Background: an optimization exercise with open tools, aiming at small area, a short achievable clock period and few clock cycles. Do not read the settings as production practice. Function was checked by simulation only, so behaviour that the tests miss may differ from the original. Power and IR drop assume default switching activity.

===== flow/run.sh =====
#!/bin/bash
# synth_recipe.tcl (not shown) runs the flow's synth.tcl, then flattens the netlist and writes it again
# the make line also repeats each setting of config.mk as NAME=value (left out here)
make -C /OpenROAD-flow-scripts/flow DESIGN_CONFIG=/design/flow/config.mk WORK_HOME=/design/flow/orfs CLKGATE_MAP_FILE= SYNTH_SCRIPT=/design/flow/synth_recipe.tcl finish

===== flow/config.mk =====
export PLATFORM = sky130hd
export DESIGN_NAME = program_flow_unit
export DESIGN_NICKNAME = program_flow_unit
export VERILOG_FILES = /design/flow/design.v
export SDC_FILE = /design/flow/constraint.sdc
export NUM_CORES = 4
export LEC_CHECK = 0
export CAP_MARGIN = 20
export CORE_MARGIN = 2
export CORE_UTILIZATION = 40
export PLACE_DENSITY = 0.6
export SETUP_SLACK_MARGIN = 2
export SLEW_MARGIN = 20
export SYNTH_HIERARCHICAL = 1
export SYNTH_MINIMUM_KEEP_SIZE = 0

===== flow/constraint.sdc =====
create_clock -name core_clock -period 6.0 [get_ports {clk}]
set_input_delay 1.2000 -clock core_clock [delete_from_list [all_inputs] [get_ports {clk}]]
set_output_delay 1.2000 -clock core_clock [all_outputs]
set_load 0.01 [all_outputs]

===== flow/design.v =====
`default_nettype none
package isa_pkg;
    typedef logic [15:0] word_t;
    typedef enum logic [3:0] {
        op_nop  = 4'd0,
        op_jmp  = 4'd1,    
        op_call = 4'd2,    
        op_ret  = 4'd3,    
        op_halt = 4'd15
    } opcode_t;
    typedef struct packed {
        opcode_t     opcode;
        logic [11:0] operand;
    } instr_t;
endpackage
`default_nettype wire
`default_nettype none
package flow_pkg;
    typedef logic [15:0] addr_t;
    typedef struct packed {
        logic load_start;   
        logic load_instr;   
        logic load_stack;   
        logic incr;
    } pc_ctrl_t;
    typedef struct packed {
        logic push;
        logic pop;
    } sp_ctrl_t;
endpackage
`default_nettype wire
`timescale 1ns/1ps
`default_nettype none
module program_flow_unit
(
    input  logic  clk,
    input  logic  reset,
    input  logic  start,
    input  flow_pkg::addr_t start_addr,
    input  logic  prog_we,
    input  flow_pkg::addr_t prog_addr,
    input  isa_pkg::word_t prog_data,
    output flow_pkg::addr_t pc,
    output flow_pkg::addr_t sp,
    output logic  halted,
    output logic  fault,
    output logic  retire
);
    localparam int nw = 128;   
    logic              running;
    logic [3:0]        depth;    
    logic [15:0]       stk [8];
    logic [16*nw-1:0]  bank_e;
    logic [16*nw-1:0]  bank_o;
    logic [7:0]        lo_o, lo_e;
    logic [15:0]       hi_o, hi_e;
    logic wr;
    assign wr = prog_we & ~running;
    genvar gi;
    generate
        for (gi = 0; gi < nw; gi++) begin : g_row
            always_ff @(posedge clk) begin
                if (wr && prog_addr[7:1] == 7'(gi) && !prog_addr[0])
                    bank_e[16*gi +: 16] <= prog_data;
                if (wr && prog_addr[7:1] == 7'(gi) && prog_addr[0])
                    bank_o[16*gi +: 16] <= prog_data;
            end
        end
    endgenerate
    logic [nw-1:0] sel_e, sel_o;
    logic [15:0]   rd_e, rd_o;
    pfu_rowsel u_rowsel_e (.lo(lo_e), .hi(hi_e), .sel(sel_e));
    pfu_rowsel u_rowsel_o (.lo(lo_o), .hi(hi_o), .sel(sel_o));
    pfu_bankrd u_bankrd_e (.sel(sel_e), .words(bank_e), .rd(rd_e));
    pfu_bankrd u_bankrd_o (.sel(sel_o), .words(bank_o), .rd(rd_o));
    isa_pkg::word_t instr;
    isa_pkg::word_t target;
    assign instr  = pc[0] ? rd_o : rd_e;
    assign target = pc[0] ? rd_e : rd_o;
    logic [3:0] op;
    logic       is_jmp, is_call, is_ret, is_halt;
    logic       full, empty;
    logic       ovf, unf;
    assign op      = instr[15:12];
    assign is_jmp  = (op == 4'h1);
    assign is_call = (op == 4'h2);
    assign is_ret  = (op == 4'h3);
    assign is_halt = (op == 4'hF);
    assign full    = depth[3];
    assign empty   = (depth == 4'd0);
    assign ovf     = is_call & full;
    assign unf     = is_ret & empty;
    logic [15:0] pc_inc1, pc_inc2, top;
    assign pc_inc1 = pc + 16'd1;
    assign pc_inc2 = pc + 16'd2;
    assign top     = stk[3'(depth - 4'd1)];
    logic stop;
    assign stop = is_halt | ovf | unf;
    function automatic logic [7:0] dec3(input logic [2:0] a);
        dec3 = 8'd1 << a;
    endfunction
    function automatic logic [15:0] dec4(input logic [3:0] a);
        dec4 = 16'd1 << a;
    endfunction
    function automatic logic [7:0] rot8(input logic [7:0] a);
        rot8 = {a[6:0], a[7]};
    endfunction
    function automatic logic [15:0] rot16(input logic [15:0] a);
        rot16 = {a[14:0], a[15]};
    endfunction
    logic [7:0]  t_lo_o, t_lo_e, r_lo_o, r_lo_e, s_lo_o, s_lo_e;
    logic [15:0] t_hi_o, t_hi_e, r_hi_o, r_hi_e, s_hi_o, s_hi_e;
    always_comb begin
        t_lo_o = dec3(target[3:1]);
        t_hi_o = dec4(target[7:4]);
        t_lo_e = target[0] ? rot8(t_lo_o) : t_lo_o;
        t_hi_e = (target[0] && target[3:1] == 3'd7) ? rot16(t_hi_o) : t_hi_o;
        r_lo_o = dec3(top[3:1]);
        r_hi_o = dec4(top[7:4]);
        r_lo_e = top[0] ? rot8(r_lo_o) : r_lo_o;
        r_hi_e = (top[0] && top[3:1] == 3'd7) ? rot16(r_hi_o) : r_hi_o;
        s_lo_o = dec3(start_addr[3:1]);
        s_hi_o = dec4(start_addr[7:4]);
        s_lo_e = start_addr[0] ? rot8(s_lo_o) : s_lo_o;
        s_hi_e = (start_addr[0] && start_addr[3:1] == 3'd7) ? rot16(s_hi_o) : s_hi_o;
    end
    always_ff @(posedge clk or negedge reset) begin
        if (!reset) begin
            running <= 1'b0;
            pc      <= '0;
            fault   <= 1'b0;
            retire  <= 1'b0;
            depth   <= 4'd0;
        end else if (!running) begin
            retire <= 1'b0;
            if (start) begin
                running <= 1'b1;
                fault   <= 1'b0;
                pc      <= start_addr;
            end
        end else begin
            retire <= ~stop;
            if (stop) begin
                running <= 1'b0;
                fault   <= ovf | unf;
            end else if (is_jmp | is_call) begin
                pc <= target;
                if (is_call) depth <= depth + 4'd1;
            end else if (is_ret) begin
                pc    <= top;
                depth <= depth - 4'd1;
            end else begin
                pc <= pc_inc1;
            end
        end
    end
    always_ff @(posedge clk) begin
        if (!running) begin
            lo_o <= s_lo_o; hi_o <= s_hi_o;
            lo_e <= s_lo_e; hi_e <= s_hi_e;
        end else if (is_jmp | is_call) begin
            lo_o <= t_lo_o; hi_o <= t_hi_o;
            lo_e <= t_lo_e; hi_e <= t_hi_e;
        end else if (is_ret) begin
            lo_o <= r_lo_o; hi_o <= r_hi_o;
            lo_e <= r_lo_e; hi_e <= r_hi_e;
        end else begin
            lo_o <= lo_e;       hi_o <= hi_e;
            lo_e <= rot8(lo_o); hi_e <= lo_o[7] ? rot16(hi_o) : hi_o;
        end
    end
    always_ff @(posedge clk) begin
        if (running && !full)
            stk[depth[2:0]] <= pc_inc2;
    end
    assign halted = ~running;
    assign sp     = 16'h018F - {12'd0, depth};
endmodule
module pfu_rowsel
(
    input  logic [7:0]   lo,
    input  logic [15:0]  hi,
    output logic [127:0] sel
);
    always_comb begin
        for (int i = 0; i < 128; i++) sel[i] = lo[i % 8] & hi[i / 8];
    end
endmodule
module pfu_bankrd
(
    input  logic [127:0]  sel,
    input  logic [2047:0] words,
    output logic [15:0]   rd
);
    always_comb begin
        rd = '0;
        for (int i = 0; i < 128; i++) rd = rd | ({16{sel[i]}} & words[16*i +: 16]);
    end
endmodule
`default_nettype wire

==> run notes <==
critical path, stage by stage, from the launching register on:
cell and delay (ns):
dfxtp_1 0.30, buf_6 0.18, and2_1 0.22, buf_4 0.21
a22o_1 0.21, a221oi_1 0.26, nand4_1 0.41, nor4_1 0.37
buf_4 0.21, nand3_4 0.19, nor3b_4 0.29, buf_6 0.17
o221ai_4 0.15, nor3_4 0.26, buf_6 0.14, buf_12 0.13
nand4_1 0.13, a21oi_2 0.22, xnor2_1 0.13
stage by stage:
stage,hold WS [ns],total power [uW],instances
3_3_place_gp,0.638,49700,14000
2_1_floorplan,0.527,41600,8770
5_1_grt,0.584,79600,14900
6_report,0.616,77700,14900
3_5_place_dp,0.659,49800,14000
4_1_cts,0.553,77100,14800
area by class of cell:
| class | count | area share |
|---|---|---|
| Inverter | 26 | 0.000611 |
| Clock inverter | 248 | 0.0132 |
| Timing Repair Buffer | 755 | 0.0360 |
| Tap cell | 5265 | 0.0353 |
| Sequential cell | 4295 | 0.689 |
| Multi-Input combinational cell | 3806 | 0.166 |
| Clock buffer | 509 | 0.0586 |
| Antenna cell | 19 | 0.000255 |
path summary, 6_finish.rpt:
kind / slack [ns] / cells past startpoint / endpoint
max: 1.64 / 18 / depth[3]$_DFFE_PN0P_
min: 0.62 / 2 / pc[4]$_DFFE_PN0P_
max reg2reg: 1.64 / 18 / depth[3]$_DFFE_PN0P_
min reg2reg: 0.68 / 2 / fault$_DFFE_PN0P_
max in group asynchronous: 5.08 / 2 / depth[0]$_DFFE_PN0P_
min in group core_clock: 0.62 / 1 / bank_e[783]$_DFFE_PP_
Yosys stat by module, one instance, submodules excluded:
| module | flip-flops and latches | copies in the design |
|---|---|---|
| program_flow_unit | 4295 | 1 |
| pfu_bankrd | 0 | 2 |
| pfu_rowsel | 0 | 2 |
cells in the final DEF, fill, tap and decap left out, types with 132 or more instances in the layout:
cell       instances
nand4_1          305
a221oi_1         544
nand3_1          132
edfxtp_1        4224
a221oi_2         147
clkbuf_16        426
a22o_1           700
nor2_1           326
buf_4            592
a22oi_1          643
state kept, by name, summed over array words and instances (netlist names):
| name | cells |
|---|---|
| depth | 4 |
| bank_o | 2048 |
| lo_e | 8 |
| hi_e | 16 |
| pc | 16 |
| running | 1 |
| lo_o | 8 |
| bank_e | 2048 |
| stk | 128 |
| fault | 1 |
| retire | 1 |
| hi_o | 16 |
logic make-up after synthesis:
group / Yosys count / synth area share
other cells: 2 / 0.0000470
mux: 90 / 0.00909
simple gates: 1378 / 0.0452
buf+inv: 672 / 0.0218
fa+ha+maj: 5 / 0.000391
flops: 4295 / 0.803
compound gates: 2278 / 0.118
xor+xnor: 40 / 0.00224
power by group through the flow:
stage / logic [uW] / clock network, uW / registers [uW]
floorplan: 7240 / 0 / 34300
global placement: 14600 / 0 / 35100
detailed placement: 14700 / 0 / 35100
CTS: 16400 / 26100 / 34500
global route: 17800 / 27300 / 34500
finish: 17300 / 25800 / 34600
layer usage:
| layer | global-route usage | up-vias | part of all wire |
|---|---|---|---|
| met5 | 0 | - | 0.00013 |
| met4 | 0.0873 | 10 | 0.044 |
| met3 | 0.0400 | 864 | 0.089 |
| met2 | 0.359 | 4531 | 0.48 |
| met1 | 0.296 | 47100 | 0.39 |
| li1 | - | 38000 | - |
repair_timing:
item                                    4_1_cts  5_1_grt
hold buffers                                  0        0
endpoints found under the setup margin       72       70
setup buffers                                68       60
cloned                                        5        6
gates resized for setup                     656      182
pin swaps                                   105       89
==> run notes <==
status=finished clean; vias in the first global route=88600; Place WS=0.434 ns; fin crit share=0.726; Final Max Tran Viols=0; cell area after synthesis=160000 um^2; Worst Setup End Kind=flip-flop; hold crit path type=in -> async; Final Hold Vio Count=0; most frequent cell after synthesis=edfxtp_1; unrepaired setup endpoints after global routing=yes; Slew HR=0.277; Switching Fraction=0.307; asr flop ratio synth=0.00536; DRT antenna net count=0; Port Buffers=66; Yosys reg bits=4295; dominant cells by area after synthesis=edfxtp_1 79%, a22o_1 3.8%, a221oi_1 3.8%; Initial DRT Pass Iterations=7; WL/cell=31.1 um; crit-path max FO=15; Placer Congestion=0.915; reg2reg start=hi_o[13]$_DFF_P_; final setup fails=0; Die Y=636 um; clk buf depth=4; FMAX=0.230 GHz; Die W=636 um; layout cells sized above 1=0.200; critical path type=reg -> reg; Cell variety after synth=76; Root Driver=clkbuf_16; P per Cell Area=417 nW/um^2; startpoint class of the critical path=flip-flop; Layout Nets=9359; hpwl dp=287 mm; Via-to-Cell Ratio=6.07; Synth area leader=edfxtp_1; EDFF count, synth=4224; Slew @ Worst Pin=1.07 ns; initial antenna violation count=44; CTS tree=done; H-tree levels=5; Ys Warns=9; Final TNS setup=0 ns; post-layout util=0.468; power share of the clock group=0.332; I/O pins=87; Comb pwr share=0.223; Critical Path RT=6.87 ns; area taken by multi-input logic gates=31000 um^2; max-cap check violation count=0; DRT iter0 DRCs=11600; P_sw=23900 uW; WL final=464 mm; core box area=399000 um^2; worst setup slack after layout=1.64 ns; Clock transition at path regs=0.07 ns; leak pwr=0.0583 uW; Period minus WS final=4.36 ns; post-synth top area share=0.794; synth cell count leaders=4224 x edfxtp_1, 702 x a22o_1, 688 x a221oi_1, 645 x a22oi_1, 411 x clkbuf_1; total global-route track usage=0.221; ys flop type=edfxtp_1; GRT overflow=0; Clk Latency, worst-skew pair=0.98 ns; CTS Sinks=4295; DR DRC count=0; peak supply drop=297 uV; pin count of the biggest net entering global routing=160; FP Rows=232; global-route wire length before repair=649 mm; Crit. Startpoint=hi_o[13]$_DFF_P_; full die area=405000 um^2; Int Pwr=53800 uW; post-route cell area=186000 um^2; Final Skew=0.0512 ns; register share of total power=0.445; area growth from synthesis to layout=16.6%; average size of a mapped cell=18.2 um^2; initial core utilization=0.401; CP Data Arrival Time=5.23 ns; via count=90600; Mapped Cells=8760; FF+latch area=129000 um^2; TritonCTS Buffers=418; Area after DPL=168000 um^2; # fillers=33000; post-synthesis sequential area ratio=0.803
Testbench counts, summed over its fixed seeds: cycles 30,964.

-- re-timing with driven ports --
The results above use ideal ports. As a check the final layout listed here was re-extracted and re-timed, cells and wires unchanged. Step 1: set_driving_cell puts a clkbuf_16 on clk and a buf_2 on each other input, an assumption about the parent block. Step 2 also shifts input and output timing later by t, the mid clock arrival at the registers, as if the neighbouring blocks saw the same clock. Slacks: ideal / step 1 / step 2; pairs: ideal / step 1.
t, ns: 1.054
setup slack, ns: 1.644 / 1.644 / 0.966
hold WS [ns]: 0.616 / 0.546 / 0.676
cell pins on the clock port's net: 1
After both steps setup and hold are still met in this run. The setup slack of this run moves by 0.000 ns with the drivers and by -0.678 ns with both steps.
